What follows belongs to an exercise in optimizing a design on an open flow for small area; a production flow would make more cautious choices.
Where RTL was checked, it was by simulation tests only, not by an equivalence proof against the original.
Only the layout flow was run in run 2; the RTL was not checked for function there.
Power figures rest on the tool's default switching activity, not on a simulated workload.

**flow/config.mk**
```make
export PLATFORM = sky130hd
export DESIGN_NAME = fano_decoder_top
export DESIGN_NICKNAME = fano_decoder_top
export VERILOG_FILES = /design/flow/design.v
export SDC_FILE = /design/flow/constraint.sdc
export NUM_CORES = 4
export LEC_CHECK = 0
export CAP_MARGIN = 20
export CORE_MARGIN = 2
export CORE_UTILIZATION = 40
export SLEW_MARGIN = 20
```
**flow/constraint.sdc**
```tcl
create_clock -name core_clock -period 8.0 [get_ports {clk}]
set_input_delay 1.6000 -clock core_clock [delete_from_list [all_inputs] [get_ports {clk}]]
set_output_delay 1.6000 -clock core_clock [all_outputs]
set_load 0.01 [all_outputs]
```
**flow/design.v**
```verilog
`timescale 1ns/1ps
module fano_decoder_top (
    input  logic       clk,
    input  logic       nlocal_rst,
    input  logic       i_vld,
    input  logic [1:0] i_branch,
    output logic       o_vld,
    output logic       o_dec_sym
);
    localparam int WIN   = 64;            
    localparam int NSRCH = 53;            
    localparam logic [5:0] PTR_MAX = 6'd52;
    localparam logic [10:0] HIST_TAPS = 11'h596;
    localparam logic [3:0] S_INIT = 4'b0000;
    localparam logic [3:0] S_IDLE = 4'b0001;
    localparam logic [3:0] S_FM   = 4'b0010;
    localparam logic [3:0] S_MC1  = 4'b0101;
    localparam logic [3:0] S_MC2  = 4'b0110;
    localparam logic [3:0] S_MC3  = 4'b0111;
    localparam logic [3:0] S_BM0  = 4'b1000;
    localparam logic [3:0] S_BM1  = 4'b1001;
    localparam logic [3:0] S_BM2  = 4'b1010;
    localparam logic [3:0] S_BM3  = 4'b1011;
    logic [3:0]  state_q;
    logic [3:0]  state_d;
    logic        norm_en_q;
    logic [5:0]  ptr_q;
    logic [11:0] fwd_cnt_q;
    logic [NSRCH-1:0][1:0] rx_q;
    logic [WIN-1:0]        dec_q;
    logic [NSRCH-1:0]      worst_q;
    logic [11:0]           hist_q;
    logic        bm_ed_q;
    logic        bm_ep_q;
    logic        bm_w_q;
    logic signed [13:0] t_q;
    logic signed [15:0] mc_q;
    logic signed [15:0] mp_q;
    logic signed [15:0] ms_q;
    logic clr;
    logic s_idle, s_mc2, s_mc3, s_fm, s_bm0, s_bm2, s_bm3;
    logic ms_ge_t, mp_ge_t, mp_below_next, at_norm;
    logic fwd_move, back_move, start_fwd, mark_worst, t_up, t_down, norm;
    logic worst_here;
    logic [5:0]  rd_idx;
    logic [1:0]  rd_rx;
    logic        rd_worst;
    logic [5:0]  wr_idx;
    logic [6:0]  ptr_sum;
    logic        p_at_max;
    logic        h_down;
    logic        h_up;
    assign clr    = !nlocal_rst || (state_q == S_INIT);
    assign s_idle = state_q == S_IDLE;
    assign s_mc2  = state_q == S_MC2;
    assign s_mc3  = state_q == S_MC3;
    assign s_fm   = state_q == S_FM;
    assign s_bm0  = state_q == S_BM0;
    assign s_bm2  = state_q == S_BM2;
    assign s_bm3  = state_q == S_BM3;
    assign rd_idx   = s_bm0 ? ptr_q : ptr_q - 6'd1;
    assign rd_rx    = rx_q[rd_idx];
    assign rd_worst = worst_q[rd_idx];
    assign worst_here = rd_worst;
    logic [10:0] bm_hist;
    logic        bm_start;
    logic        pick;
    logic        mis_d, mis_p;
    logic signed [15:0] bm_val;
    assign bm_start = start_fwd || s_bm0;
    assign bm_hist  = s_bm0 ? hist_q[11:1] : hist_q[10:0];
    always_ff @(posedge clk) begin
        if (bm_start) begin
            bm_ed_q <= rd_rx[1];
            bm_ep_q <= rd_rx[0] ^ (^(bm_hist & HIST_TAPS));
            bm_w_q  <= s_bm0 ? rd_worst : mark_worst;
        end
    end
    assign pick  = (bm_ed_q & bm_ep_q) ^ bm_w_q;
    assign mis_d = bm_ed_q ^ pick;
    assign mis_p = bm_ep_q ^ pick;
    always_comb begin
        case ({mis_d, mis_p})
            2'b00:   bm_val = 16'sd2;
            2'b11:   bm_val = -16'sd10;
            default: bm_val = -16'sd4;
        endcase
    end
    logic signed [13:0] t_next;
    logic signed [13:0] ms_hi;
    logic signed [13:0] mp_hi;
    assign ms_hi = ms_q[15:2];
    assign mp_hi = mp_q[15:2];
    assign t_next        = t_q + 14'sd1;
    assign ms_ge_t       = ms_hi >= t_q;
    assign mp_ge_t       = mp_hi >= t_q;
    assign mp_below_next = mp_hi < t_next;
    assign at_norm       = t_q == 14'sd64;
    assign fwd_move   = s_mc3 && ms_ge_t;
    assign back_move  = (s_mc3 && !ms_ge_t && mp_ge_t) || (s_bm3 && worst_here && mp_ge_t);
    assign t_down     = (s_mc3 && !ms_ge_t && !mp_ge_t) || (s_bm3 && worst_here && !mp_ge_t);
    assign t_up       = s_fm && mp_below_next;
    assign norm       = s_idle && at_norm && norm_en_q;
    assign mark_worst = s_bm3 && !worst_here;
    assign start_fwd  = (s_idle && ptr_q != 6'd0) || mark_worst;
    always_comb begin
        state_d = state_q;
        case (state_q)
            S_INIT: state_d = S_IDLE;
            S_IDLE: if (ptr_q != 6'd0) state_d = S_MC1;
            S_MC1:  state_d = S_MC2;
            S_MC2:  state_d = S_MC3;
            S_MC3:  state_d = ms_ge_t ? S_FM : (mp_ge_t ? S_BM0 : S_IDLE);
            S_FM:   state_d = S_IDLE;
            S_BM0:  state_d = S_BM1;
            S_BM1:  state_d = S_BM2;
            S_BM2:  state_d = S_BM3;
            S_BM3:  state_d = worst_here ? (mp_ge_t ? S_BM0 : S_IDLE) : S_MC1;
            default: state_d = S_INIT;
        endcase
    end
    always_ff @(posedge clk) begin
        if (!nlocal_rst) begin
            state_q <= S_INIT;
        end else begin
            state_q <= state_d;
        end
    end
    always_ff @(posedge clk) begin
        if (clr || state_q[3:2] == 2'b01) begin
            norm_en_q <= 1'b1;
        end else if (norm) begin
            norm_en_q <= 1'b0;
        end
    end
    assign ptr_sum = {1'b0, ptr_q} + {6'd0, i_vld} + {6'd0, back_move} - {6'd0, fwd_move};
    always_ff @(posedge clk) begin
        if (clr) begin
            ptr_q <= '0;
        end else if (ptr_sum > {1'b0, PTR_MAX}) begin
            ptr_q <= PTR_MAX;
        end else begin
            ptr_q <= ptr_sum[5:0];
        end
    end
    always_ff @(posedge clk) begin
        if (clr) begin
            fwd_cnt_q <= '0;
        end else if (fwd_move && fwd_cnt_q != '1) begin
            fwd_cnt_q <= fwd_cnt_q + 12'd1;
        end else if (back_move && fwd_cnt_q != '0) begin
            fwd_cnt_q <= fwd_cnt_q - 12'd1;
        end
    end
    assign wr_idx = ptr_q - 6'd1 + {5'd0, i_vld};
    always_ff @(posedge clk) begin
        if (i_vld) begin
            rx_q <= {rx_q[NSRCH-2:0], i_branch};
        end
    end
    always_ff @(posedge clk) begin
        for (int s = 0; s < WIN; s++) begin
            if (clr) begin
                dec_q[s] <= 1'b0;
            end else if (s < NSRCH && fwd_move && wr_idx == 6'(s)) begin
                dec_q[s] <= pick;
            end else if (i_vld) begin
                dec_q[s] <= (s == 0) ? 1'b0 : dec_q[(s == 0) ? 0 : s - 1];
            end
        end
    end
    always_ff @(posedge clk) begin
        for (int s = 0; s < NSRCH; s++) begin
            if (clr) begin
                worst_q[s] <= 1'b0;
            end else if ((mark_worst || start_fwd) && wr_idx == 6'(s)) begin
                worst_q[s] <= mark_worst;
            end else if (i_vld) begin
                worst_q[s] <= (s == 0) ? 1'b0 : worst_q[(s == 0) ? 0 : s - 1];
            end
        end
    end
    assign p_at_max = ptr_q == PTR_MAX;
    assign h_down   = fwd_move || (p_at_max && i_vld);
    assign h_up     = back_move && !p_at_max && !(ptr_q == PTR_MAX - 6'd1 && i_vld);
    logic [WIN-13:0] dec_above;
    assign dec_above = dec_q[WIN-1:12];
    always_ff @(posedge clk) begin
        if (clr) begin
            hist_q <= '0;
        end else if (h_down) begin
            hist_q <= {hist_q[10:0], fwd_move ? pick : dec_q[PTR_MAX-1]};
        end else if (h_up) begin
            hist_q <= {dec_above[ptr_q], hist_q[11:1]};
        end
    end
    always_ff @(posedge clk) begin
        if (clr) begin
            t_q  <= '0;
            mc_q <= '0;
            ms_q <= '0;
            mp_q <= 16'sh8000;
        end else begin
            if (t_down) begin
                t_q <= t_q - 14'sd1;
            end else if (t_up) begin
                t_q <= t_next;
            end else if (norm) begin
                t_q <= 14'sd32;
            end
            if (fwd_move) begin
                mp_q <= mc_q;
                mc_q <= ms_q;
            end else if (back_move) begin
                mc_q <= mp_q;
            end else if (norm) begin
                mp_q <= mp_q >>> 1;
                mc_q <= mc_q >>> 1;
            end else if (s_bm2) begin
                if (fwd_cnt_q == 12'd0) begin
                    mp_q <= 16'sh8000;
                end else if (fwd_cnt_q == 12'd1) begin
                    mp_q <= '0;
                end else begin
                    mp_q <= mp_q - bm_val;
                end
            end
            if (s_mc2) begin
                ms_q <= mc_q + bm_val;
            end else if (norm) begin
                ms_q <= ms_q >>> 1;
            end
        end
    end
    always_ff @(posedge clk) begin
        if (!nlocal_rst) begin
            o_vld <= 1'b0;
        end else begin
            o_vld <= i_vld;
        end
    end
    always_ff @(posedge clk) begin
        o_dec_sym <= dec_q[WIN-1];
    end
endmodule
```
**flow/run.sh**
```bash
#!/bin/bash
# synth_recipe.tcl (not shown) runs the flow's synth.tcl, then flattens the netlist and writes it again
# the make line also repeats each setting of config.mk as NAME=value (left out here)
make -C /OpenROAD-flow-scripts/flow DESIGN_CONFIG=/design/flow/config.mk WORK_HOME=/design/flow/orfs CLKGATE_MAP_FILE= SYNTH_SCRIPT=/design/flow/synth_recipe.tcl finish
```
==> run_results.csv, run 1 <==
group,metric,value,unit
clock_network,ctsResizeCount,0,
synthesis,synth_mux_area_share,15.0,%
global_route,grt_pass1_wl,79.0,mm
critical_path,crit_top_cell,"nor2_1",
sta,tightest_slew,1.09,ns
placement,placed_cells,2434,
sta,fin_setup_tns,0,ns
routing,drt-vias-per-instance,6.03,
global_route,grt_max_degree,75,
floorplanning,core,46700,um^2
flow_run,timing.max_cap.violations,0,
final_layout,regArea,7540,um^2
sta,period_share,82.4,%
synthesis,synth_nets,2035,
final_layout,multi_input_area,10800,um^2
final_layout,num-fill-cells,4420,
synthesis,synth_area_leader_cell,"dfxtp_1",
routing,dr.pass1.iters,6,
critical_path,rrSetupSlack,1.41,ns
synthesis,ys_ff_latch,322,
final_layout,finalInstanceArea,20700,um^2
synthesis,synth-edff-count,109,
floorplanning,die_w,222,um
synthesis,synthSimpleGateAreaFrac,13.5,%
placement,placed_area,19500,um^2
sta,layout_min_cycle_time,6.59,ns
floorplanning,rows,79,
routing,wl,49.9,mm
global_route,grt_pass1_vias,14095,
clock_network,clkLatencyLatePin,0.57,ns
synthesis,syn_area,19000,um^2
critical_path,critical_path.max_fanout,33,
final_layout,area.growth.synth_to_final,9.19,%
sta,relSlewSlack,27.5,%
global_route,grt_use_total,19.7,%
synthesis,synth_adder_area_share,6.69,%
clock_network,clock-sinks,322,
clock_network,clkTransAtPathRegs,0.06,ns
critical_path,required,8.49,ns
clock_network,cts_setup_buffers,0,
final_layout,layout-drive-gt1-share,10.4,%
placement,portBuffers,6,
synthesis,synth-warning-count,1,
routing,vias,15070,
synthesis,ys_types,79,
floorplanning,dieArea,49200,um^2
critical_path,cp-end-kind,"flop",
synthesis,synth_top_family_by_area,"compound AO/OA/AOI/OAI gates",
clock_network,cts.path.max_buffers,3,
global_route,antenna_found_initial,0,
placement,place.gp.congestion,0.891,
floorplanning,die_h,222,um
synthesis,ys_async_sr_fraction,0,%
synthesis,synth_top_area_share,22.5,%
run_status,status,"no timing/DRC/antenna violations",
synthesis,synth-xor-area-share,3.09,%
floorplanning,initial_core_util,40.7,%
synthesis,synthFlopType,"dfxtp_1",
pwr,p_leak,0.00731,uW
routing,ant_nets,0,
critical_path,critPathLaunchType,"flop",
synthesis,netlist_instances,1931,
placement,post-dp-hpwl,33.5,mm
critical_path,slowest_delay,0.89,ns
routing,routedWlPerCell,19.9,um
sta,setup_viol,0,
sta,skew,0.0354,ns
critical_path,path_cells,"inv_1 > ha_1 > nand2b_1 > mux2i_1 > a222oi_1 > nand3_1 > a21o_1 > and4_4 > o31a_1 > nor2_4 > fa_1 > fa_1 > a21oi_1 > nor2_1 > nor2_1 > o21bai_1 > a21oi_1 > xnor2_1 > o31a_1 > nand2_1 > nor2_1",
clock_network,htreeDepth,2,
clock_network,cts-hold-fix-buffers,0,
routing,drtIter0Drc,1191,
sta,report.final.hold_viol_count,0,
critical_path,cp_slowest_cell,"dfxtp_2",
final_layout,n_antenna_cell,0,
sta,max_freq,0.152,GHz
critical_path,crit_type,"flop to flop",
final_layout,final_util,44.4,%
sta,drv_slew,0,
sta,rsz0062_at_grt,"no",
clock_network,cts_tree,"yes",
synthesis,seq_area_frac_synth,39.7,%
final_layout,fin_nets,1971,
routing,drc,0,
clock_network,cts-root-buf,"clkbuf_16",
synthesis,synth_compound_area_share,18.1,%
pwr,pwr_density_cell,267,nW/um^2
floorplanning,pin_count,7,
global_route,grt-ovfl-total,0,
pwr,ir_drop,280,uV
synthesis,synth_area_leaders,"dfxtp_1 (22%), edfxtp_1 (17%), mux2i_1 (7.0%)",
synthesis,syn_avg_cell_area,9.82,um^2
final_layout,final_cells,2499,
critical_path,arrival,7.08,ns
clock_network,cts_buffers,38,
min_path,hold_class,"flop to flop",
## cell type report
| class | count | area share, % |
|---|---|---|
| Sequential cell | 322 | 36.4 |
| Clock buffer | 54 | 5.23 |
| Multi-Input combinational cell | 1418 | 52.0 |
| Clock inverter | 11 | 0.513 |
| Inverter | 60 | 1.09 |
| Timing Repair Buffer | 27 | 1.08 |
| Tap cell | 607 | 3.67 |
## final timing paths
path                   from        end  cells after the start
setup / recovery   ptr_q[0]   ptr_q[3]                     21
hold / removal    dec_q[63]  o_dec_sym                      0
setup reg to reg   ptr_q[0]   ptr_q[3]                     21
hold reg to reg   dec_q[63]  o_dec_sym                      0
## cells in the mapped netlist, types with 8 or more instances
cell,n
and3_1,16
xnor2_1,55
xor2_1,12
a221oi_1,26
mux4_2,45
o31ai_1,10
nor2b_1,16
buf_2,8
or2_2,9
nor3_1,70
o21ai_0,119
a21o_1,19
buf_1,10
o311a_1,18
edfxtp_1,109
o32ai_1,32
clkbuf_1,111
mux2i_1,133
nor4_1,16
o21a_1,12
a311oi_1,9
a22oi_1,51
nand3_1,48
a21oi_1,88
nor2_1,187
nand4_1,16
a31oi_1,14
a211oi_1,23
or3_1,9
ha_1,95
nand2_1,94
o21bai_1,10
inv_1,57
dfxtp_1,213
and2_1,11
mux2_2,42
nand2b_1,21
## cells in the final DEF (no fill, tap or decap), types with 14 or more instances in the layout
cell type / n
a211oi_1: 23
a21o_1: 19
a21oi_1: 87
a221oi_1: 26
a22oi_1: 51
a31oi_1: 14
and3_1: 16
buf_4: 21
clkbuf_16: 39
dfxtp_1: 212
edfxtp_1: 109
ha_1: 95
inv_1: 57
mux2_2: 42
mux2i_1: 132
mux4_2: 45
nand2_1: 94
nand2b_1: 21
nand3_1: 47
nand4_1: 16
nor2_1: 187
nor2b_1: 16
nor3_1: 68
nor4_1: 16
o21ai_0: 119
o311a_1: 18
o32ai_1: 32
xnor2_1: 54
## power breakdown
part	internal (uW)	switching (uW)	leakage (uW)	total (uW)
sequential	1750	73.3	0.00278	1830
combinational	682	1350	0.00394	2030
clock	976	694	0.000586	1670
total	3410	2110	0.00731	5520
## sequential cells by signal, indices dropped and copies added, names as in the netlist, 4 cells and up
name	count
mc_q	15
rx_q	106
state_q	4
t_q	14
ms_q	15
mp_q	15
fwd_cnt_q	12
worst_q	53
ptr_q	6
hist_q	12
dec_q	64
## metrics by stage
stage,worst slack [ns],power (uW),hold slack (ns)
2_1_floorplan,2.70,3340,0.346
5_1_grt,0.802,5830,0.434
3_5_place_dp,1.33,3880,0.417
3_3_place_gp,1.53,3840,0.414
6_report,1.41,5520,0.426
4_1_cts,1.31,5570,0.431
## worst max-delay path, delay by kind of cell (launching register included)
kind                     cells  cell delay, ns
multiplexers                 1            0.79
flip-flops                   1            0.89
AND/OR/NAND/NOR              8            1.23
adder cells (fa/ha/maj)      3            1.42
XOR/XNOR                     1            0.19
buffers and inverters        1            0.33
AO/OA/AOI/OAI                7            1.67
## kinds of logic (layout without fill, tap and decap cells)
group / count (synthesis) / after routing
AOI/OAI and AO/OA: 495 / 495
xor gates and xnor gates: 67 / 67
adders and majority gates: 99 / 99
buffers and inverters: 191 / 152
DFF: 322 / 322
muxes: 222 / 222
and+or+nand+nor: 535 / 535
## per-layer routing
metal	global-route usage (%)	wire (um)	up-vias
li1	-	-	7205
met1	27.1	23000	7350
met2	31.4	22700	417
met3	3.15	2620	98
met4	7.28	1550	0
met5	0	0	-
==> inputs of run 2 (changes only) <==
--- a/flow/design.v
+++ b/flow/design.v
@@ -38,3 +38,3 @@
     logic signed [15:0] mp_q;
-    logic signed [15:0] ms_q;
+    logic signed [15:0] ms_c;
     logic clr;
@@ -82,8 +82,14 @@
     always_comb begin
-        case ({mis_d, mis_p})
-            2'b00:   bm_val = 16'sd2;
-            2'b11:   bm_val = -16'sd10;
-            default: bm_val = -16'sd4;
+        case ({state_q[3], mis_d, mis_p})
+            3'b000:  bm_val = 16'sd2;
+            3'b011:  bm_val = -16'sd10;
+            3'b001:  bm_val = -16'sd4;
+            3'b010:  bm_val = -16'sd4;
+            3'b100:  bm_val = -16'sd2;
+            3'b111:  bm_val = 16'sd10;
+            default: bm_val = 16'sd4;
         endcase
     end
+    logic signed [15:0] m_sum;
+    assign m_sum = (state_q[3] ? mp_q : mc_q) + bm_val;
     logic signed [13:0] t_next;
@@ -91,3 +97,4 @@
     logic signed [13:0] mp_hi;
-    assign ms_hi = ms_q[15:2];
+    assign ms_c  = m_sum;
+    assign ms_hi = ms_c[15:2];
     assign mp_hi = mp_q[15:2];
@@ -145,2 +152,11 @@
     end
+    logic [11:0] cnt_run;    
+    logic        cnt_en;
+    always_comb begin
+        cnt_run[0] = 1'b1;
+        for (int i = 1; i < 12; i++) begin
+            cnt_run[i] = cnt_run[i-1] & (fwd_cnt_q[i-1] ^ back_move);
+        end
+    end
+    assign cnt_en = (fwd_move || back_move) && !(cnt_run[11] && (fwd_cnt_q[11] ^ back_move));
     always_ff @(posedge clk) begin
@@ -148,6 +164,4 @@
             fwd_cnt_q <= '0;
-        end else if (fwd_move && fwd_cnt_q != '1) begin
-            fwd_cnt_q <= fwd_cnt_q + 12'd1;
-        end else if (back_move && fwd_cnt_q != '0) begin
-            fwd_cnt_q <= fwd_cnt_q - 12'd1;
+        end else if (cnt_en) begin
+            fwd_cnt_q <= fwd_cnt_q ^ cnt_run;
         end
@@ -196,2 +210,9 @@
     end
+    logic [13:0] t_run;
+    always_comb begin
+        t_run[0] = 1'b1;
+        for (int i = 1; i < 14; i++) begin
+            t_run[i] = t_run[i-1] & (t_q[i-1] ^ t_down);
+        end
+    end
     always_ff @(posedge clk) begin
@@ -200,9 +221,6 @@
             mc_q <= '0;
-            ms_q <= '0;
             mp_q <= 16'sh8000;
         end else begin
-            if (t_down) begin
-                t_q <= t_q - 14'sd1;
-            end else if (t_up) begin
-                t_q <= t_next;
+            if (t_down || t_up) begin
+                t_q <= t_q ^ t_run;
             end else if (norm) begin
@@ -212,3 +230,3 @@
                 mp_q <= mc_q;
-                mc_q <= ms_q;
+                mc_q <= ms_c;
             end else if (back_move) begin
@@ -224,9 +242,4 @@
                 end else begin
-                    mp_q <= mp_q - bm_val;
+                    mp_q <= m_sum;
                 end
-            end
-            if (s_mc2) begin
-                ms_q <= mc_q + bm_val;
-            end else if (norm) begin
-                ms_q <= ms_q >>> 1;
             end
--- a/flow/config.mk
+++ b/flow/config.mk
@@ -10,2 +10,5 @@
 export CORE_UTILIZATION = 40
+export CTS_BUF_LIST = sky130_fd_sc_hd__clkbuf_4 sky130_fd_sc_hd__clkbuf_8
+export CTS_CLUSTER_DIAMETER = 60
+export CTS_CLUSTER_SIZE = 12
 export SLEW_MARGIN = 20
==> run 2 against run 1 <==
  * Setup slack worse by 0.79 ns
  * Sequential power down 4%
  * Combinational power up 17%
  * Non-clock buffer count up 3
  * Die area down 7.3%
  * Clock skew down 0.0025 ns
  * Routed wire length down 8.5%
  * Flip-flop and latch count down 15
  * Critical path depth up 9
  * First-iteration DRC count down 7.0%
  * Largest cell class unchanged
  * Global-route usage up 0.53 points
  * Critical path type unchanged
  * Register-to-register slack worse by 0.79 ns
==> run_results.csv, run 2 <==
group,metric,value,unit
clock_network,cts.path.max_buffers,3,
placement,portBuffers,6,
critical_path,crit_start,"state_q[3]",
critical_path,r2r_start,"state_q[3]",
sta,period_share,92.3,%
sta,drv_slew,0,
floorplanning,rows,76,
critical_path,rr_endpoint,"ptr_q[2]",
routing,drt-vias-per-instance,5.90,
clock_network,clock-sinks,307,
critical_path,cp-endpoint,"ptr_q[2]",
clock_network,cts_tree,"yes",
critical_path,slowest_delay,0.62,ns
routing,routedWlPerCell,19.5,um
critical_path,cp-end-kind,"flop",
sta,setup_viol,0,
synthesis,netlist_instances,1793,
placement,post-dp-hpwl,28.9,mm
sta,max_freq,0.135,GHz
sta,hold_ws,0.372,ns
synthesis,syn_avg_cell_area,9.79,um^2
pwr,power.total,5360,uW
critical_path,arrival,7.83,ns
synthesis,synth_area_leader_cell,"dfxtp_1",
critical_path,r2r_cells,30,
sta,skew,0.0329,ns
final_layout,area.growth.synth_to_final,7.52,%
final_layout,largest_register_ffs,106,
global_route,grt_pass1_wl,73.4,mm
pwr,p_leak,0.00664,uW
floorplanning,pin_count,7,
min_path,holdCritStartpoint,"dec_q[63]",
synthesis,synth-warning-count,1,
sta,report.final.hold_viol_count,0,
final_layout,layout-drive-gt1-share,10.2,%
clock_network,ctsResizeCount,0,
final_layout,num-fill-cells,4176,
floorplanning,die_h,213,um
routing,drtIter0Drc,1108,
synthesis,syn_area,17600,um^2
pwr,ir_drop,225,uV
critical_path,critPathLaunchType,"flop",
clock_network,cts-root-buf,"clkbuf_8",
flow_run,timing.max_cap.violations,0,
min_path,hold_class,"flop to flop",
final_layout,layout_common_cells,"dfxtp_1 (198), nor2_1 (143), nand2_1 (127)",
synthesis,ys_async_sr_fraction,0,%
routing,vias,13825,
sta,fin_setup_tns,0,ns
global_route,grt_use_total,20.3,%
synthesis,synth_top_area_share,22.6,%
floorplanning,core,43200,um^2
pwr,pwr_density_cell,284,nW/um^2
critical_path,crit_top_cell,"nor2_1",
routing,drc,0,
routing,ant_nets,0,
final_layout,final_cells,2344,
final_layout,top_regs,"rx_q x106, dec_q x64, worst_q x53",
final_layout,n_antenna_cell,0,
final_layout,regMostFlops,"rx_q",
sta,tightest_slew,1.05,ns
placement,dp_slack,0.759,ns
final_layout,fin_nets,1819,
global_route,grt_max_degree,88,
clock_network,cts_setup_buffers,0,
placement,place.gp.congestion,0.880,
global_route,grt_pass1_vias,13098,
synthesis,ys_top_cells_by_count,"dfxtp_1 (198), nor2_1 (145), nand2_1 (128)",
synthesis,ys_types,80,
critical_path,crit_type,"flop to flop",
routing,wl,45.6,mm
run_status,status,"no timing/DRC/antenna violations",
synthesis,synth_nets,1878,
floorplanning,initial_core_util,40.7,%
routing,dr.pass1.iters,5,
synthesis,synthFlopType,"dfxtp_1",
critical_path,critical_path.max_fanout,10,
synthesis,synth-edff-count,109,
floorplanning,dieArea,45600,um^2
sta,setup_ws,0.615,ns
placement,placed_cells,2282,
global_route,grt-ovfl-total,0,
critical_path,cp_slowest_cell,"dfxtp_1",
synthesis,synth.most_common_cell,"dfxtp_1",
sta,rsz0062_at_grt,"no",
synthesis,synth_area_leaders,"dfxtp_1 (23%), edfxtp_1 (19%), mux2i_1 (5.9%)",
sta,relSlewSlack,28.8,%
clock_network,htreeDepth,2,
synthesis,seq_area_frac_synth,41.2,%
clock_network,clkTransAtPathRegs,0.08,ns
final_layout,layout_commonest_cell,"dfxtp_1",
sta,layout_min_cycle_time,7.38,ns
clock_network,clkLatencyLatePin,0.62,ns
critical_path,required,8.44,ns
synthesis,ys_ff_latch,307,
critical_path,rrSetupSlack,0.62,ns
floorplanning,die_w,213,um
clock_network,cts_buffers,35,
global_route,antenna_found_initial,0,
clock_network,cts-hold-fix-buffers,0,
run 2: where the power goes:
group          internal [uW]  switching (uW)
Clock                    613             612
Combinational            715            1670
Sequential              1690            64.9
Total                   3010            2350
run 2: through the flow:
step	cell area, um^2	util (%)
2_1_floorplan	17600	-
3_3_place_gp	18100	41.9
3_5_place_dp	18100	41.9
4_1_cts	18900	43.7
5_1_grt	18900	43.7
6_report	18900	43.7
run 2: worst min-delay path by stage:
stage                           end  slack (ns)  depth (start not counted)
after global routing      o_dec_sym        0.40                          0
after detailed placement  o_dec_sym        0.38                          0
after floorplan           o_dec_sym        0.35                          0
after CTS                 o_dec_sym        0.39                          0
final                     o_dec_sym        0.37                          0
after global placement    o_dec_sym        0.38                          0
run 2: cell type report:
class	instances	area [um^2]	share of cell area, %
inverter	47	176	0.935
sequential	307	7240	38.3
clock buffer	47	578	3.06
multi-input combinational	1313	9710	51.4
tap	585	732	3.88
timing repair buffer	30	245	1.30
clock inverter	15	200	1.06
run 2: per-layer routing:
layer	routed length [um]	share of wire, %	track usage (%)	vias to the layer above
li1	-	-	-	6615
met1	21100	46	28.2	6753
met2	20700	45	32.0	375
met3	2570	5.6	3.09	82
met4	1250	2.7	7.33	0
met5	0	0	0	-
run 2: cell families after synthesis:
kind of cell	count (synthesis)	synth area share, %
AOI/OAI and AO/OA	470	17.9
xor gates and xnor gates	75	3.83
adders and majority gates	80	5.83
buffers and inverters	173	4.05
DFF	307	41.2
muxes	166	12.8
and+or+nand+nor	522	14.4
run 2: worst max-delay path: cells and delay by family, from the launching register on:
family / cells / cell delay [ns]
mux: 1 / 0.39
flops: 1 / 0.62
fa+ha+maj: 5 / 1.74
compound gates: 13 / 3.10
xor+xnor: 2 / 0.42
simple gates: 8 / 0.83
buf+inv: 1 / 0.09
==> inputs of run 3 (changes only) <==
--- a/flow/design.v
+++ b/flow/design.v
@@ -36,2 +36,3 @@
     logic signed [13:0] t_q;
+    logic [13:0]        t_run;
     logic signed [15:0] mc_q;
@@ -94,3 +95,2 @@
     assign m_sum = (state_q[3] ? mp_q : mc_q) + bm_val;
-    logic signed [13:0] t_next;
     logic signed [13:0] ms_hi;
@@ -100,6 +100,18 @@
     assign mp_hi = mp_q[15:2];
-    assign t_next        = t_q + 14'sd1;
-    assign ms_ge_t       = ms_hi >= t_q;
-    assign mp_ge_t       = mp_hi >= t_q;
-    assign mp_below_next = mp_hi < t_next;
+    function automatic logic cmp_ge(input logic [13:0] x, input logic [13:0] y, input logic ge_in);
+        logic c;
+        logic xi, yi;
+        c = ge_in;
+        for (int i = 0; i < 14; i++) begin
+            xi = (i == 13) ? !x[i] : x[i];
+            yi = (i == 13) ? y[i] : !y[i];
+            c = (xi & yi) | ((xi | yi) & c);
+        end
+        cmp_ge = c;
+    endfunction
+    logic mp_cmp;
+    assign ms_ge_t       = cmp_ge(ms_hi, t_q, 1'b1);
+    assign mp_cmp        = cmp_ge(mp_hi, t_q, !s_fm);
+    assign mp_ge_t       = mp_cmp;
+    assign mp_below_next = !mp_cmp && !(!t_q[13] && t_run[13]);
     assign at_norm       = t_q == 14'sd64;
@@ -210,3 +222,2 @@
     end
-    logic [13:0] t_run;
     always_comb begin
==> run 3 against run 2 <==
  * Via count hardly changed
  * Cell count fell by 1.1%
  * Sequential power about the same
  * Synthesized cell count is 2.0% lower
==> run_results.csv, run 3 <==
group,metric,value,unit
sta,report.final.hold_viol_count,0,
global_route,grtUsageMet2,32.2,%
routing,drt-vias-per-instance,5.96,
final_layout,largest_register_ffs,106,
critical_path,r2r_start,"state_q[3]",
sta,rsz0062_at_grt,"no",
synthesis,ys_types,92,
pwr,ir_drop,190,uV
clock_network,cts_setup_buffers,0,
global_route,grt_util_met3,2.97,%
synthesis,ys_ff_latch,307,
sta,drv_slew,0,
global_route,grt_max_degree,173,
sta,setup_ws,0.949,ns
routing,vias,13826,
global_route,use_met1,27.6,%
critical_path,required,8.43,ns
final_layout,layout_commonest_cell,"dfxtp_1",
sta,relSlewSlack,30.1,%
placement,place.gp.congestion,0.862,
pwr,pwr_density_cell,294,nW/um^2
min_path,holdCritStartpoint,"dec_q[63]",
floorplanning,die_w,212,um
placement,post-dp-hpwl,29.1,mm
sta,setup_viol,0,
routing,drtIter0Drc,1232,
synthesis,synth.most_common_cell,"dfxtp_1",
run_status,status,"no timing/DRC/antenna violations",
clock_network,cts-root-buf,"clkbuf_8",
floorplanning,rows,76,
synthesis,syn_area,17300,um^2
floorplanning,dieArea,45000,um^2
synthesis,netlist_instances,1758,
critical_path,critical_path.max_fanout,15,
synthesis,synth_area_leader_cell,"dfxtp_1",
routing,drc,0,
critical_path,crit_top_cell,"nor2_1",
sta,period_share,88.1,%
synthesis,synth-edff-count,109,
global_route,grt_pass1_vias,12868,
floorplanning,die_h,212,um
routing,dr.pass1.iters,6,
synthesis,synthFlopType,"dfxtp_1",
global_route,grt_pass1_wl,72.1,mm
critical_path,crit_type,"flop to flop",
clock_network,cts-hold-fix-buffers,0,
routing,routedWlPerCell,19.6,um
pwr,power.total,5510,uW
sta,fin_setup_tns,0,ns
critical_path,critPathLaunchType,"flop",
clock_network,clock-sinks,307,
synthesis,ys_top_cells_by_count,"dfxtp_1 (198), a21oi_1 (135), o21ai_0 (132)",
sta,hold_ws,0.369,ns
synthesis,syn_avg_cell_area,9.85,um^2
floorplanning,pin_count,7,
synthesis,synth-warning-count,1,
flow_run,timing.max_cap.violations,0,
clock_network,cts.path.max_buffers,3,
global_route,antenna_found_initial,0,
placement,dp_slack,0.714,ns
floorplanning,core,42900,um^2
clock_network,cts_buffers,36,
final_layout,n_antenna_cell,0,
clock_network,cts_tree,"yes",
sta,max_freq,0.142,GHz
pwr,p_leak,0.00673,uW
sta,skew,0.0686,ns
final_layout,layout_common_cells,"dfxtp_1 (198), a21oi_1 (134), o21ai_0 (132)",
global_route,grt_use_total,20.1,%
synthesis,seq_area_frac_synth,41.8,%
final_layout,num-fill-cells,4128,
critical_path,r2r_cells,28,
critical_path,cp_slowest_cell,"dfxtp_1",
critical_path,cp-end-kind,"flop",
final_layout,regMostFlops,"rx_q",
final_layout,fin_nets,1749,
clock_network,ctsResizeCount,0,
routing,wl,45.4,mm
global_route,grt-ovfl-total,0,
synthesis,synth_nets,1800,
critical_path,cp-endpoint,"ptr_q[2]",
clock_network,clkLatencyLatePin,0.63,ns
sta,layout_min_cycle_time,7.05,ns
synthesis,synth_area_leaders,"dfxtp_1 (23%), edfxtp_1 (19%), mux4_2 (6.8%)",
final_layout,area.growth.synth_to_final,8.18,%
routing,ant_nets,0,
final_layout,top_regs,"rx_q x106, dec_q x64, worst_q x53",
clock_network,htreeDepth,2,
clock_network,clkTransAtPathRegs,0.08,ns
synthesis,ys_async_sr_fraction,0,%
final_layout,layout-drive-gt1-share,11.9,%
global_route,busiest_layer,"met2",
final_layout,final_util,43.7,%
floorplanning,initial_core_util,40.4,%
synthesis,synth_top_area_share,22.9,%
critical_path,slowest_delay,0.65,ns
critical_path,crit_start,"state_q[3]",
critical_path,rrSetupSlack,0.95,ns
min_path,hold_class,"flop to flop",
critical_path,arrival,7.48,ns
placement,portBuffers,6,
critical_path,rr_endpoint,"ptr_q[2]",
sta,tightest_slew,1.05,ns
run 3: worst min-delay path by stage:
stage / end / slack (ns) / depth (start not counted)
floorplan: o_dec_sym / 0.35 / 0
global placement: o_dec_sym / 0.36 / 0
detailed placement: o_dec_sym / 0.36 / 0
CTS: o_dec_sym / 0.37 / 0
global route: o_dec_sym / 0.38 / 0
finish: o_dec_sym / 0.37 / 0
run 3: logic make-up (layout without fill, tap and decap cells):
family                   after synthesis  count (layout)  share of synthesized area, %
AO/OA/AOI/OAI                        508             508                          19.7
XOR/XNOR                              59              59                          3.07
adder cells (fa/ha/maj)               44              44                          3.22
buffers and inverters                169             144                          3.90
flip-flops                           307             307                          41.8
multiplexers                         169             169                          13.8
AND/OR/NAND/NOR                      502             502                          14.5
run 3: critical path: cells and delay by family (launching register included):
kind | cells | cell delay [ns]
buffers and inverters | 3 | 0.44
XOR/XNOR | 1 | 0.17
AO/OA/AOI/OAI | 9 | 2.25
flip-flops | 1 | 0.65
adder cells (fa/ha/maj) | 5 | 1.59
multiplexers | 2 | 0.78
AND/OR/NAND/NOR | 8 | 1.01
run 3: area by class of cell:
type                    instances  area, um^2  area share (%)
multi-input cells            1282        9500            50.7
inverters                      45         169           0.902
clock inverters                12         145           0.775
clock buffers                  52         647            3.45
well taps                     585         732            3.91
repair buffers                 35         295            1.58
flip-flops and latches        307        7240            38.7
run 3: through the flow:
stage                     std cells  instance area (um^2)
after global routing           2318                 18700
after CTS                      2317                 18700
after global placement         2253                 17900
after floorplan                1758                 17300
final                          2318                 18700
after detailed placement       2253                 17900
run 3: layer usage:
| layer | vias to the layer above | routed length, um |
|---|---|---|
| met2 | 376 | 21200 |
| met3 | 82 | 2230 |
| met5 | - | 0 |
| met1 | 6789 | 20600 |
| met4 | 0 | 1360 |
| li1 | 6579 | - |
run 3: report_power, final:
group / switching [uW] / total [uW] / internal, uW / leakage, uW
sequential: 60.4 / 1750 / 1690 / 0.00267
clock: 631 / 1230 / 603 / 0.000418
combinational: 1720 / 2530 / 807 / 0.00364
==> inputs of run 4 (changes only) <==
--- a/flow/config.mk
+++ b/flow/config.mk
@@ -7,3 +7,3 @@
 export LEC_CHECK = 0
-export CAP_MARGIN = 20
+export CAP_MARGIN = 0
 export CORE_MARGIN = 2
@@ -13,2 +13,2 @@
 export CTS_CLUSTER_SIZE = 12
-export SLEW_MARGIN = 20
+export SLEW_MARGIN = 0
==> run 4 against run 3 <==
  * Design area barely moved
  * Count of clock-buffer cells in the layout did not move
  * Non-clock buffer count is 1 lower
  * Flip-flop and latch count unchanged
  * Cell count unchanged
  * Clock power is essentially flat
  * First-iteration DRC count increased by 2.3%
  * Hold slack hardly changed
  * Clock skew down 0.0024 ns
==> run_results.csv, run 4 <==
group,metric,value,unit
synthesis,synth-xor-area-share,3.07,%
synthesis,ys_ff_latch,307,
synthesis,ys_types,92,
placement,place.gp.congestion,0.862,
synthesis,ys_top_cells_by_count,"dfxtp_1 (198), a21oi_1 (135), o21ai_0 (132)",
final_layout,layout-drive-gt1-share,11.9,%
synthesis,synth_adder_area_share,3.22,%
critical_path,critPathLaunchType,"flop",
global_route,grt_use_total,20.1,%
sta,period_share,91.8,%
sta,max_freq,0.136,GHz
floorplanning,core,42900,um^2
critical_path,slowest_delay,0.78,ns
clock_network,cts-hold-fix-buffers,0,
synthesis,synth_area_leader_cell,"dfxtp_1",
global_route,grt_pass1_wl,72.1,mm
clock_network,cts-root-buf,"clkbuf_8",
placement,portBuffers,6,
critical_path,critical_path.max_fanout,11,
floorplanning,die_w,212,um
routing,wl,45.4,mm
sta,setup_viol,0,
clock_network,clock-sinks,307,
sta,relSlewSlack,21.3,%
routing,drc,0,
routing,drt-vias-per-instance,5.97,
synthesis,synth_top_area_share,22.9,%
synthesis,netlist_instances,1758,
pwr,p_leak,0.00672,uW
clock_network,ctsResizeCount,0,
critical_path,cp-end-kind,"flop",
routing,drtIter0Drc,1260,
routing,ant_nets,0,
synthesis,synth_top_family_by_area,"compound AO/OA/AOI/OAI gates",
clock_network,cts_buffers,36,
sta,layout_min_cycle_time,7.35,ns
final_layout,fin_nets,1748,
flow_run,timing.max_cap.violations,0,
sta,skew,0.0662,ns
final_layout,layout_commonest_cell,"dfxtp_1",
final_layout,layout_common_cells,"dfxtp_1 (198), a21oi_1 (134), o21ai_0 (132)",
synthesis,ys_async_sr_fraction,0,%
floorplanning,die_h,212,um
floorplanning,pin_count,7,
min_path,hold_class,"flop to flop",
sta,drv_slew,0,
floorplanning,rows,76,
pwr,pwr_density_cell,294,nW/um^2
critical_path,cp_slowest_cell,"xnor2_1",
critical_path,critical_path_buf_inv_count,2,
synthesis,seq_area_frac_synth,41.8,%
floorplanning,dieArea,45000,um^2
final_layout,final_cells,2318,
synthesis,syn_avg_cell_area,9.85,um^2
global_route,grt_max_degree,173,
clock_network,cts.path.max_buffers,3,
sta,report.final.hold_viol_count,0,
critical_path,crit_type,"flop to flop",
pwr,ir_drop,188,uV
sta,rsz0062_at_grt,"no",
routing,routedWlPerCell,19.6,um
synthesis,synth-warning-count,1,
placement,placed_cells,2253,
synthesis,synth_nets,1800,
routing,vias,13833,
critical_path,cp_top_family,"compound AO/OA/AOI/OAI gates",
clock_network,clkTransAtPathRegs,0.08,ns
clock_network,clkLatencyLatePin,0.63,ns
run_status,status,"no timing/DRC/antenna violations",
synthesis,synth_compound_area_share,19.7,%
sta,tightest_slew,1.18,ns
floorplanning,initial_core_util,40.4,%
clock_network,cts_setup_buffers,0,
clock_network,cts_tree,"yes",
critical_path,arrival,7.78,ns
routing,dr.pass1.iters,5,
final_layout,regMostFlops,"rx_q",
synthesis,synthFlopType,"dfxtp_1",
final_layout,area.growth.synth_to_final,8.10,%
global_route,grt-ovfl-total,0,
synthesis,synth_area_leaders,"dfxtp_1 (23%), edfxtp_1 (19%), mux4_2 (6.8%)",
critical_path,crit_top_cell,"nor2_1",
critical_path,required,8.43,ns
synthesis,synth_mux_area_share,13.8,%
synthesis,syn_area,17300,um^2
final_layout,top_regs,"rx_q x106, dec_q x64, worst_q x53",
synthesis,synth-edff-count,109,
placement,post-dp-hpwl,29.1,mm
synthesis,synthSimpleGateAreaFrac,14.5,%
sta,fin_setup_tns,0,ns
global_route,antenna_found_initial,0,
clock_network,htreeDepth,2,
synthesis,synth.most_common_cell,"dfxtp_1",
global_route,grt_pass1_vias,12868,
final_layout,largest_register_ffs,106,
## run 4: cell count changes in the layout (fill, tap and decap cells not counted)
cell and delta:
nand3_2 +1, nand3_4 -1, clkbuf_4 -1, diode_2 +1
## run 4: power by group
| group | internal [uW] | switching (uW) | leakage [uW] |
|---|---|---|---|
| clock network | 603 | 633 | 0.000418 |
| logic | 801 | 1720 | 0.00364 |
| registers | 1690 | 60.1 | 0.00267 |
## run 4: through the flow
| step | utilization, % | hold WS (ns) | worst slack (ns) | area [um^2] | power, uW |
|---|---|---|---|---|---|
| floorplan | - | 0.346 | 1.09 | 17300 | 3550 |
| global placement | 41.8 | 0.362 | 0.876 | 17900 | 4260 |
| detailed placement | 41.8 | 0.360 | 0.714 | 17900 | 4270 |
| CTS | 43.6 | 0.373 | 0.656 | 18700 | 5530 |
| global route | 43.6 | 0.377 | 0.0617 | 18700 | 5820 |
| finish | 43.6 | 0.369 | 0.654 | 18700 | 5510 |
## run 4: path summary, 6_finish.rpt
check | start | endpoint | slack [ns] | cells past startpoint
setup / recovery | bm_ep_q | ptr_q[2] | 0.65 | 29
hold reg to reg | dec_q[63] | o_dec_sym | 0.37 | 0
setup reg to reg | bm_ep_q | ptr_q[2] | 0.65 | 29
hold / removal | dec_q[63] | o_dec_sym | 0.37 | 0
## run 4: cell families (layout without fill, tap and decap cells)
group                    count (synthesis)  count (layout)
multiplexers                           169             169
adder cells (fa/ha/maj)                 44              44
other                                    0               1
buffers and inverters                  169             143
AO/OA/AOI/OAI                          508             508
XOR/XNOR                                59              59
AND/OR/NAND/NOR                        502             502
flip-flops                             307             307
## run 4: metal layers
layer | track usage, % | part of all wire, % | vias up | wire length, um
met5 | 0 | 0 | - | 0
met4 | 7.65 | 3.1 | 0 | 1400
met3 | 2.97 | 4.8 | 86 | 2170
met2 | 32.2 | 46 | 359 | 21000
met1 | 27.6 | 46 | 6807 | 20800
li1 | - | - | 6581 | -
## run 4: worst reg2reg max path, delay by kind of cell (launching register included)
family,cells,cell delay (ns)
AOI/OAI and AO/OA,10,2.54
xor gates and xnor gates,3,1.25
adders and majority gates,5,1.78
buffers and inverters,2,0.12
DFF,1,0.40
muxes,1,0.43
and+or+nand+nor,8,0.67
## run 4: final cells by class
cell class                 count  area, um^2
fill                        4128       24200
timing repair buffer          34         288
tap                          585         732
inverter                      45         169
antenna                        1        2.50
sequential                   307        7240
clock inverter                12         145
multi-input combinational   1282        9490
clock buffer                  52         647
==> inputs of run 5 (changes only) <==
--- a/flow/config.mk
+++ b/flow/config.mk
@@ -7,8 +7,8 @@
 export LEC_CHECK = 0
-export CAP_MARGIN = 0
+export CAP_MARGIN = 20
 export CORE_MARGIN = 2
-export CORE_UTILIZATION = 40
-export CTS_BUF_LIST = sky130_fd_sc_hd__clkbuf_4 sky130_fd_sc_hd__clkbuf_8
+export CORE_UTILIZATION = 55
+export CTS_BUF_LIST = sky130_fd_sc_hd__clkbuf_2 sky130_fd_sc_hd__clkbuf_4 sky130_fd_sc_hd__clkbuf_8
 export CTS_CLUSTER_DIAMETER = 60
 export CTS_CLUSTER_SIZE = 12
-export SLEW_MARGIN = 0
+export SLEW_MARGIN = 20
==> run 5 against run 4 <==
  * Still clean on timing, DRC and antenna
  * Die area shrank 27%
  * Synthesized cell count is the same
  * Power shrank 2.7%
  * Design area shrank 1.8%
  * Utilization grew 16 points
  * Flip-flop and latch count is the same
  * Count of clock-buffer cells in the layout shrank 1
  * Non-clock buffer count grew 4
  * Critical path type unchanged
==> run_results.csv, run 5 <==
group,metric,value,unit
run_status,status,"no timing/DRC/antenna violations",
final_layout,num-fill-cells,2651,
routing,drtIter0Drc,1159,
global_route,antenna_found_initial,0,
critical_path,slowest_delay,0.51,ns
sta,setup_viol,0,
global_route,grt_max_degree,77,
synthesis,synth-edff-count,109,
final_layout,fin_nets,1750,
critical_path,cp-end-kind,"flop",
synthesis,synth_top_area_share,22.9,%
final_layout,area.growth.synth_to_final,6.14,%
floorplanning,die_h,181,um
final_layout,layout_common_cells,"dfxtp_1 (198), a21oi_1 (134), o21ai_0 (132)",
global_route,grt_pass1_vias,13005,
final_layout,regMostFlops,"rx_q",
placement,portBuffers,6,
min_path,holdCritStartpoint,"dec_q[63]",
sta,rsz0062_at_grt,"no",
clock_network,cts_setup_buffers,0,
routing,vias,13849,
sta,hold_ws,0.377,ns
placement,dp_slack,0.671,ns
placement,place.gp.congestion,0.926,
final_layout,regArea,7240,um^2
synthesis,netlist_instances,1758,
min_path,hold_class,"flop to flop",
synthesis,syn_area,17300,um^2
final_layout,final_util,59.7,%
synthesis,synth_area_leader_cell,"dfxtp_1",
synthesis,syn_avg_cell_area,9.85,um^2
routing,drc,0,
synthesis,synthFlopType,"dfxtp_1",
final_layout,layout_commonest_cell,"dfxtp_1",
sta,layout_min_cycle_time,7.13,ns
critical_path,r2r_start,"bm_ep_q",
clock_network,cts.path.max_buffers,3,
critical_path,cp_slowest_cell,"xnor2_2",
pwr,p_int,3000,uW
critical_path,crit_top_cell,"nor2_1",
critical_path,crit_start,"bm_ep_q",
global_route,grt-ovfl-total,0,
sta,fin_setup_tns,0,ns
clock_network,clkTransAtPathRegs,0.08,ns
critical_path,critical_path.max_fanout,11,
sta,setup_ws,0.873,ns
sta,max_freq,0.140,GHz
floorplanning,core,30700,um^2
synthesis,ys_async_sr_fraction,0,%
floorplanning,die_w,181,um
pwr,p_sw,2370,uW
routing,wl,46.0,mm
routing,dr.pass1.iters,5,
critical_path,crit_type,"flop to flop",
critical_path,arrival,7.61,ns
final_layout,top_regs,"rx_q x106, dec_q x64, worst_q x53",
sta,drv_slew,0,
sta,tightest_slew,1.14,ns
sta,skew,0.0242,ns
routing,ant_nets,0,
sta,relSlewSlack,23.2,%
flow_run,timing.max_cap.violations,0,
clock_network,cts_tree,"yes",
sta,report.final.hold_viol_count,0,
final_layout,multi_input_area,9500,um^2
synthesis,ys_types,92,
routing,drt-vias-per-instance,6.52,
critical_path,required,8.48,ns
pwr,pwr_density_cell,292,nW/um^2
global_route,grt_pass1_wl,73.3,mm
clock_network,clock-sinks,307,
routing,routedWlPerCell,21.7,um
clock_network,htreeDepth,2,
floorplanning,pin_count,7,
pwr,swShare,44.1,%
final_layout,largest_register_ffs,106,
placement,post-dp-hpwl,30.2,mm
floorplanning,initial_core_util,56.3,%
clock_network,clkLatencyLatePin,0.55,ns
pwr,p_seq_share,32.7,%
clock_network,cts-root-buf,"clkbuf_8",
synthesis,synth-warning-count,1,
synthesis,synth_area_leaders,"dfxtp_1 (23%), edfxtp_1 (19%), mux4_2 (6.8%)",
floorplanning,rows,64,
critical_path,critPathLaunchType,"flop",
synthesis,seq_area_frac_synth,41.8,%
final_layout,n_antenna_cell,0,
pwr,ir_drop,280,uV
floorplanning,dieArea,32900,um^2
synthesis,synth.most_common_cell,"dfxtp_1",
synthesis,synth_nets,1800,
synthesis,ys_ff_latch,307,
sta,period_share,89.1,%
pwr,p_leak,0.00667,uW
pwr,pwr-share-comb,47.2,%
pwr,clock_power_share,20.2,%
clock_network,cts_buffers,34,
global_route,grt_use_total,27.9,%
synthesis,ys_top_cells_by_count,"dfxtp_1 (198), a21oi_1 (135), o21ai_0 (132)",
final_layout,layout-drive-gt1-share,11.7,%
run 5: cell counts after synthesis:
Identical to the previous run, type by type.
run 5: per-stage QoR:
stage | instances | power (uW) | cell area [um^2]
6_report | 2124 | 5360 | 18400
5_1_grt | 2124 | 5650 | 18400
4_1_cts | 2124 | 5370 | 18400
3_5_place_dp | 2068 | 4280 | 17700
3_3_place_gp | 2068 | 4260 | 17700
2_1_floorplan | 1758 | 3550 | 17300
run 5: routing by layer:
layer	GRT usage, %	part of all wire, %	up-vias
met3	3.35	5.0	102
li1	-	-	6575
met2	45.1	47	409
met5	0	0	-
met1	38.4	44	6763
met4	10.8	3.9	0
run 5: area by class of cell:
| type | instances | area share (%) |
|---|---|---|
| Inverter | 45 | 0.919 |
| Clock buffer | 51 | 3.38 |
| Sequential cell | 307 | 39.4 |
| Tap cell | 396 | 2.70 |
| Multi-Input combinational cell | 1282 | 51.7 |
| Clock inverter | 5 | 0.245 |
| Timing Repair Buffer | 38 | 1.66 |
run 5: power groups by stage:
stage / logic (uW) / registers, uW / clock network (uW)
after floorplan: 1790 / 1760 / 0
after global placement: 2470 / 1780 / 0
after detailed placement: 2490 / 1790 / 0
after CTS: 2500 / 1750 / 1110
after global routing: 2730 / 1760 / 1170
final: 2530 / 1750 / 1080
run 5: logic make-up (layout without fill, tap and decap cells):
| kind of cell | Yosys count | count (layout) | synth area share, % |
|---|---|---|---|
| flip-flops | 307 | 307 | 41.8 |
| buffers and inverters | 169 | 139 | 3.90 |
| AND/OR/NAND/NOR | 502 | 502 | 14.5 |
| XOR/XNOR | 59 | 59 | 3.07 |
| adder cells (fa/ha/maj) | 44 | 44 | 3.22 |
| AO/OA/AOI/OAI | 508 | 508 | 19.7 |
| multiplexers | 169 | 169 | 13.8 |
run 5: worst paths after layout:
check / to / slack, ns / cells past startpoint
worst max-delay path: ptr_q[3] / 0.87 / 28
worst min-delay path: o_dec_sym / 0.38 / 0
worst max register to register: ptr_q[3] / 0.87 / 28
worst min register to register: o_dec_sym / 0.38 / 0
run 5: what timing repair did:
item                                    4_1_cts  5_1_grt
hold buffers                                  0        0
hold endpoints to repair                      0        0
resized for setup                             0        1
endpoints found under the setup margin        0        4
run 5: critical path: cells and delay by family (launching register included):
family          cells  cell delay (ns)
compound gates      8             2.23
xor+xnor            3             0.99
fa+ha+maj           4             1.67
buf+inv             1             0.07
flops               1             0.41
mux                 1             0.41
simple gates       11             1.27
==> inputs of run 6 (changes only) <==
--- a/flow/config.mk
+++ b/flow/config.mk
@@ -10,5 +10,5 @@
 export CORE_UTILIZATION = 55
-export CTS_BUF_LIST = sky130_fd_sc_hd__clkbuf_2 sky130_fd_sc_hd__clkbuf_4 sky130_fd_sc_hd__clkbuf_8
-export CTS_CLUSTER_DIAMETER = 60
-export CTS_CLUSTER_SIZE = 12
+export CTS_BUF_LIST = sky130_fd_sc_hd__clkbuf_4
+export CTS_CLUSTER_DIAMETER = 40
+export CTS_CLUSTER_SIZE = 8
 export SLEW_MARGIN = 20
==> run 6 against run 5 <==
  * Highest routed layer unchanged
  * Clock skew grew 0.051 ns
  * Routed wire length grew 0.64%
  * Die area is the same
  * Critical path type unchanged
  * Still clean on timing, DRC and antenna
  * Largest cell class unchanged
==> run_results.csv, run 6 <==
group,metric,value,unit
run_status,status,"no timing/DRC/antenna violations",
floorplanning,rows,64,
critical_path,slowest_delay,0.51,ns
clock_network,clkLatencyLatePin,0.81,ns
synthesis,syn_area,17300,um^2
synthesis,synth_area_leader_cell,"dfxtp_1",
clock_network,clock-sinks,307,
synthesis,netlist_instances,1758,
critical_path,crit_type,"flop to flop",
routing,ant_nets,0,
placement,post-dp-hpwl,30.2,mm
pwr,pwr_density_cell,295,nW/um^2
synthesis,seq_area_frac_synth,41.8,%
sta,layout_min_cycle_time,7.17,ns
sta,skew,0.0748,ns
pwr,ir_drop,276,uV
critical_path,cp-end-kind,"flop",
floorplanning,pin_count,7,
synthesis,synth_area_leaders,"dfxtp_1 (23%), edfxtp_1 (19%), mux4_2 (6.8%)",
sta,period_share,89.7,%
sta,rsz0062_at_grt,"no",
sta,max_freq,0.139,GHz
synthesis,ys_top_cells_by_count,"dfxtp_1 (198), a21oi_1 (135), o21ai_0 (132)",
synthesis,ys_types,92,
clock_network,cts_buffers,51,
routing,drc,0,
placement,portBuffers,6,
synthesis,syn_avg_cell_area,9.85,um^2
clock_network,cts-hold-fix-buffers,0,
synthesis,ys_async_sr_fraction,0,%
final_layout,layout_common_cells,"dfxtp_1 (198), a21oi_1 (134), o21ai_0 (132)",
synthesis,synth-edff-count,109,
critical_path,required,8.74,ns
clock_network,cts-root-buf,"clkbuf_4",
sta,fin_setup_tns,0,ns
routing,drt-vias-per-instance,6.45,
synthesis,synth-warning-count,1,
clock_network,clkTransAtPathRegs,0.10,ns
final_layout,fin_nets,1767,
clock_network,cts_tree,"yes",
global_route,antenna_found_initial,1,
clock_network,cts.path.max_buffers,3,
sta,relSlewSlack,20.2,%
critical_path,crit_top_cell,"nor2_1",
routing,vias,13929,
flow_run,timing.max_cap.violations,0,
clock_network,htreeDepth,2,
floorplanning,die_w,181,um
final_layout,top_regs,"rx_q x106, dec_q x64, worst_q x53",
routing,drtIter0Drc,1269,
final_layout,area.growth.synth_to_final,6.61,%
global_route,grt_pass1_vias,13124,
synthesis,ys_ff_latch,307,
final_layout,largest_register_ffs,106,
synthesis,synth_nets,1800,
global_route,grt-ovfl-total,0,
floorplanning,initial_core_util,56.3,%
placement,place.gp.congestion,0.926,
final_layout,final_util,60.0,%
sta,setup_viol,0,
floorplanning,die_h,181,um
routing,routedWlPerCell,21.4,um
critical_path,critPathLaunchType,"flop",
synthesis,synth_top_area_share,22.9,%
routing,wl,46.3,mm
final_layout,regMostFlops,"rx_q",
global_route,grt_pass1_wl,73.7,mm
critical_path,critical_path.max_fanout,11,
critical_path,arrival,7.91,ns
final_layout,layout_commonest_cell,"dfxtp_1",
sta,tightest_slew,1.19,ns
routing,dr.pass1.iters,7,
global_route,grt_max_degree,77,
sta,hold_ws,0.379,ns
synthesis,synth.most_common_cell,"dfxtp_1",
critical_path,cp_slowest_cell,"xnor2_2",
global_route,grt_use_total,28.2,%
min_path,hold_class,"flop to flop",
floorplanning,core,30700,um^2
pwr,p_leak,0.00673,uW
sta,drv_slew,0,
sta,report.final.hold_viol_count,0,
floorplanning,dieArea,32900,um^2
final_layout,layout-drive-gt1-share,13.2,%
synthesis,synthFlopType,"dfxtp_1",
run 6: changes by cell type in the layout (fill, tap and decap cells not counted), moves of 2 or more:
cell and delta:
clkbuf_4 +59, clkinv_1 +6, bufinv_16 +4, clkbuf_8 -38
clkinvlp_4 +3, clkinv_2 +2
run 6: area by class of cell:
class | instances | area [um^2]
fill | 2659 | 12300
multi-input combinational | 1282 | 9500
sequential | 307 | 7240
clock buffer | 72 | 541
tap | 396 | 495
timing repair buffer | 38 | 305
clock inverter | 19 | 204
inverter | 45 | 169
antenna | 1 | 2.50
run 6: timing repair:
item | CTS | global route
resized for setup | 0 | 1
buffers inserted | 0 | 0
endpoints found under the setup margin | 0 | 4
run 6: layer usage:
metal	global-route usage [%]	vias to the layer above	routed length, um
li1	-	6647	-
met1	38.1	6723	20300
met2	45.2	467	21900
met3	4.23	92	2530
met4	12.6	0	1640
met5	0	-	0
run 6: worst max-delay path: cells and delay by family, from the launching register on:
| family | cells | cell delay [ns] |
|---|---|---|
| compound gates | 8 | 2.24 |
| fa+ha+maj | 4 | 1.66 |
| simple gates | 11 | 1.29 |
| xor+xnor | 3 | 1.00 |
| mux | 1 | 0.42 |
| flops | 1 | 0.41 |
| buf+inv | 1 | 0.07 |
run 6: where the power goes:
group	switching (uW)	total, uW	internal (uW)
Combinational	1730	2530	802
Sequential	60.6	1750	1690
Clock	609	1160	552
Total	2400	5440	3050
run 6: logic make-up after synthesis:
family                     Yosys count  share of synthesized area [%]
muxes                              169                           13.8
adders and majority gates           44                           3.22
xor gates and xnor gates            59                           3.07
AOI/OAI and AO/OA                  508                           19.7
DFF                                307                           41.8
buffers and inverters              169                           3.90
and+or+nand+nor                    502                           14.5
run 6: metrics by stage:
step | worst slack (ns) | std cells | instance area (um^2) | power [uW]
floorplan | 1.09 | 1758 | 17300 | 3550
global placement | 0.932 | 2068 | 17700 | 4260
detailed placement | 0.671 | 2068 | 17700 | 4280
CTS | 0.623 | 2159 | 18400 | 5450
global route | 0.317 | 2160 | 18500 | 5750
finish | 0.826 | 2160 | 18500 | 5440
run 6: worst paths after layout:
path	slack [ns]	depth (start not counted)	to	start
hold reg to reg	0.38	0	o_dec_sym	dec_q[63]
hold / removal	0.38	0	o_dec_sym	dec_q[63]
setup reg to reg	0.83	28	ptr_q[3]	bm_ep_q
setup / recovery	0.83	28	ptr_q[3]	bm_ep_q
==> inputs of run 7 (changes only) <==
==> flow/flow/run.sh (new file) <==
#!/bin/bash
# Own layout flow: the standard layout (standard.sh) with one change, the ABC
# script that maps the synthesised logic to cells (flow/abc_speed.script: the
# ORFS speed script without its final buffering and sizing passes, which the
# placement's repair redoes anyway). Registers come out of synthesis as before.
# Output of each step goes to its own log in this folder (and ORFS's own logs
# under orfs/logs).
set -euo pipefail
here=$(pwd)
rm -rf "$here/scripts"
cp -r "$FLOW_HOME/scripts" "$here/scripts"
cp "$here/flow/abc_speed.script" "$here/scripts/abc_speed.script"
bash "$here/standard.sh" SCRIPTS_DIR="$here/scripts" finish > "$here/standard_flow.log" 2>&1
==> flow/flow/abc_speed.script (new file) <==
&get -n
&st
&dch
&nf
&st
&syn2
&if -g -K 6
&synch2
&nf
&st
&syn2
&if -g -K 6
&synch2
&nf
&st
&syn2
&if -g -K 6
&synch2
&nf
&st
&syn2
&if -g -K 6
&synch2
&nf
&st
&syn2
&if -g -K 6
&synch2
&nf
&put
topo
==> flow/standard.sh (new file) <==
#!/bin/bash
# synth_recipe.tcl (not shown) runs the flow's synth.tcl, then flattens the netlist and writes it again
# the make line also repeats each setting of config.mk as NAME=value (left out here)
make -C /OpenROAD-flow-scripts/flow DESIGN_CONFIG=/design/flow/config.mk WORK_HOME=/design/flow/orfs CLKGATE_MAP_FILE= SYNTH_SCRIPT=/design/flow/synth_recipe.tcl "${@:-finish}"
--- a/flow/config.mk
+++ b/flow/config.mk
@@ -9,6 +9,6 @@
 export CORE_MARGIN = 2
-export CORE_UTILIZATION = 55
-export CTS_BUF_LIST = sky130_fd_sc_hd__clkbuf_4
-export CTS_CLUSTER_DIAMETER = 40
-export CTS_CLUSTER_SIZE = 8
+export CORE_UTILIZATION = 40
+export CTS_BUF_LIST = sky130_fd_sc_hd__clkbuf_4 sky130_fd_sc_hd__clkbuf_8
+export CTS_CLUSTER_DIAMETER = 60
+export CTS_CLUSTER_SIZE = 12
 export SLEW_MARGIN = 20
removed: flow/run.sh
==> run 7 against run 6 <==
  * Register-to-register slack got worse by 0.11 ns
  * Hold slack got worse by 0.010 ns
  * Design area rose by 0.15%
  * Utilization fell by 15 points
  * Combinational power fell by 2%
  * Setup slack got worse by 0.11 ns
  * Flip-flop and latch count did not move
  * Clock power fell by 5%
  * Routed wire length fell by 1.0%
  * Largest cell class unchanged
  * Largest power group unchanged
==> run_results.csv, run 7 <==
group,metric,value,unit
clock_network,htreeDepth,2,
floorplanning,pin_count,7,
synthesis,syn_avg_cell_area,10.2,um^2
critical_path,required,8.42,ns
synthesis,synth.most_common_cell,"dfxtp_1",
critical_path,crit_start,"state_q[3]",
run_status,status,"no timing/DRC/antenna violations",
clock_network,ctsResizeCount,0,
final_layout,final_cells,2263,
clock_network,cts.path.max_buffers,3,
critical_path,slowest_delay,0.94,ns
critical_path,critPathLaunchType,"flop",
floorplanning,dieArea,43300,um^2
synthesis,synth-warning-count,1,
sta,layout_min_cycle_time,7.28,ns
routing,ant_nets,0,
sta,tightest_slew,1.08,ns
synthesis,synth_nets,1676,
routing,wl,45.9,mm
floorplanning,initial_core_util,40.6,%
pwr,p_leak,0.00659,uW
critical_path,cp_slowest_cell,"dfxtp_1",
floorplanning,core,41000,um^2
critical_path,critical_path.max_fanout,18,
critical_path,arrival,7.71,ns
clock_network,cts-root-buf,"clkbuf_8",
global_route,grt_max_degree,110,
final_layout,area.growth.synth_to_final,10.9,%
synthesis,synth_area_leaders,"dfxtp_1 (24%), edfxtp_1 (20%), mux4_2 (7.2%)",
synthesis,netlist_instances,1634,
placement,post-dp-hpwl,29.8,mm
sta,rsz0062_at_grt,"no",
placement,place.gp.congestion,0.881,
routing,routedWlPerCell,20.3,um
placement,placed_cells,2206,
placement,dp_slack,0.808,ns
synthesis,ys_async_sr_fraction,0,%
critical_path,rr_endpoint,"ptr_q[2]",
sta,fin_setup_tns,0,ns
final_layout,layout-drive-gt1-share,9.42,%
clock_network,clkTransAtPathRegs,0.09,ns
synthesis,seq_area_frac_synth,43.4,%
final_layout,layout_commonest_cell,"dfxtp_1",
sta,period_share,91.1,%
floorplanning,rows,74,
placement,portBuffers,6,
clock_network,cts_setup_buffers,0,
critical_path,rrSetupSlack,0.72,ns
final_layout,top_regs,"rx_q x106, dec_q x64, worst_q x53",
flow_run,timing.max_cap.violations,0,
global_route,grt_pass1_vias,13335,
sta,drv_slew,0,
clock_network,cts_buffers,34,
routing,vias,13896,
sta,relSlewSlack,28.3,%
global_route,grt_use_total,21.0,%
sta,hold_ws,0.369,ns
synthesis,synthFlopType,"dfxtp_1",
clock_network,cts_tree,"yes",
global_route,grt-ovfl-total,0,
clock_network,clock-sinks,307,
synthesis,synth-edff-count,109,
final_layout,layout_common_cells,"dfxtp_1 (198), o21ai_0 (134), a21oi_1 (133)",
pwr,pwr_density_cell,289,nW/um^2
clock_network,cts-hold-fix-buffers,0,
critical_path,crit_top_cell,"nor2_1",
synthesis,syn_area,16700,um^2
global_route,antenna_found_initial,0,
routing,drc,0,
sta,max_freq,0.137,GHz
synthesis,ys_ff_latch,307,
routing,drt-vias-per-instance,6.14,
sta,setup_viol,0,
critical_path,cp-endpoint,"ptr_q[2]",
floorplanning,die_h,208,um
critical_path,r2r_cells,29,
global_route,grt_pass1_wl,74.2,mm
final_layout,regMostFlops,"rx_q",
floorplanning,die_w,208,um
synthesis,ys_types,65,
final_layout,n_antenna_cell,0,
min_path,hold_class,"flop to flop",
sta,setup_ws,0.715,ns
final_layout,fin_nets,1753,
routing,dr.pass1.iters,5,
sta,skew,0.0588,ns
final_layout,largest_register_ffs,106,
clock_network,clkLatencyLatePin,0.60,ns
critical_path,r2r_start,"state_q[3]",
critical_path,crit_type,"flop to flop",
critical_path,cp-end-kind,"flop",
routing,drtIter0Drc,1197,
final_layout,num-fill-cells,3924,
sta,report.final.hold_viol_count,0,
synthesis,ys_top_cells_by_count,"dfxtp_1 (198), a21oi_1 (135), o21ai_0 (134)",
synthesis,synth_area_leader_cell,"dfxtp_1",
pwr,ir_drop,315,uV
synthesis,synth_top_area_share,23.8,%
==> run 7: cell type report <==
type / count / area (um^2) / share of cell area, %
tap: 532 / 666 / 3.60
timing repair buffer: 41 / 368 / 1.99
multi-input combinational: 1282 / 9370 / 50.7
sequential: 307 / 7240 / 39.2
clock buffer: 48 / 592 / 3.20
inverter: 45 / 170 / 0.921
clock inverter: 8 / 76.3 / 0.413
==> run 7: critical path, delay by kind of cell (launching register included) <==
| family | cells | cell delay (ns) |
|---|---|---|
| mux | 1 | 0.40 |
| simple gates | 8 | 0.73 |
| buf+inv | 3 | 0.45 |
| fa+ha+maj | 5 | 1.62 |
| flops | 1 | 0.94 |
| xor+xnor | 2 | 0.30 |
| compound gates | 10 | 2.69 |
==> run 7: metal layers <==
layer,part of all wire [%],wire [um],vias to the layer above,GRT usage [%]
li1,-,-,6575,-
met1,47,21500,6785,30.0
met2,45,20400,445,32.7
met3,5.8,2660,91,3.14
met4,2.7,1250,0,6.77
met5,0,0,-,0
==> run 7: worst min-delay path by stage <==
stage               startpoint         to  slack, ns  cells past startpoint
global placement     dec_q[63]  o_dec_sym       0.36                      0
global route         dec_q[63]  o_dec_sym       0.39                      0
finish               dec_q[63]  o_dec_sym       0.37                      0
CTS                  dec_q[63]  o_dec_sym       0.37                      0
floorplan            dec_q[63]  o_dec_sym       0.35                      0
detailed placement   dec_q[63]  o_dec_sym       0.36                      0
==> run 7: cell families (layout without fill, tap and decap cells) <==
| group | Yosys count | count (layout) | synth area share [%] |
|---|---|---|---|
| compound gates | 508 | 508 | 20.3 |
| xor+xnor | 59 | 59 | 3.10 |
| fa+ha+maj | 44 | 44 | 3.33 |
| buf+inv | 45 | 142 | 1.01 |
| flops | 307 | 307 | 43.4 |
| mux | 169 | 169 | 14.3 |
| simple gates | 502 | 502 | 14.6 |
==> run 7: power breakdown <==
part | total [uW] | leakage (uW) | internal (uW) | switching (uW)
Sequential | 1760 | 0.00267 | 1690 | 66.1
Clock | 1100 | 0.000354 | 491 | 605
Combinational | 2490 | 0.00357 | 807 | 1680
Total | 5340 | 0.00659 | 2990 | 2350
==> run 7: through the flow <==
stage	cell area, um^2	utilization [%]	power, uW
CTS	18500	45.0	5350
floorplan	16700	-	3410
global placement	17800	43.3	4200
detailed placement	17800	43.4	4240
finish	18500	45.1	5340
global route	18500	45.1	5670

port drivers added, routing unchanged:
No port has a modelled driver above. Below, the same layouts with a new extraction and two added sets of constraints. Step 1 assumes that a clkbuf_16 drives the clock port and a buf_2 every other input. Step 2 times the ports against the registers' clock, not the clock port: input delays grow and output delays shrink by t, the midpoint of the rising clock arrivals with the driver on. Slacks: no drivers / after step 1 / after step 2; pairs: no drivers / after step 1.
run	t (ns)	slack for setup (ns)
run 1	0.606	1.408 / 1.408 / 1.408
run 2	0.657	0.615 / 0.615 / 0.615
run 3	0.649	0.949 / 0.949 / 0.949
run 4	0.651	0.654 / 0.654 / 0.654
run 5	0.587	0.873 / 0.873 / 0.873
run 6	0.825	0.826 / 0.826 / 0.826
run 7	0.621	0.715 / 0.716 / 0.716
After both steps setup and hold are still met in every run listed.
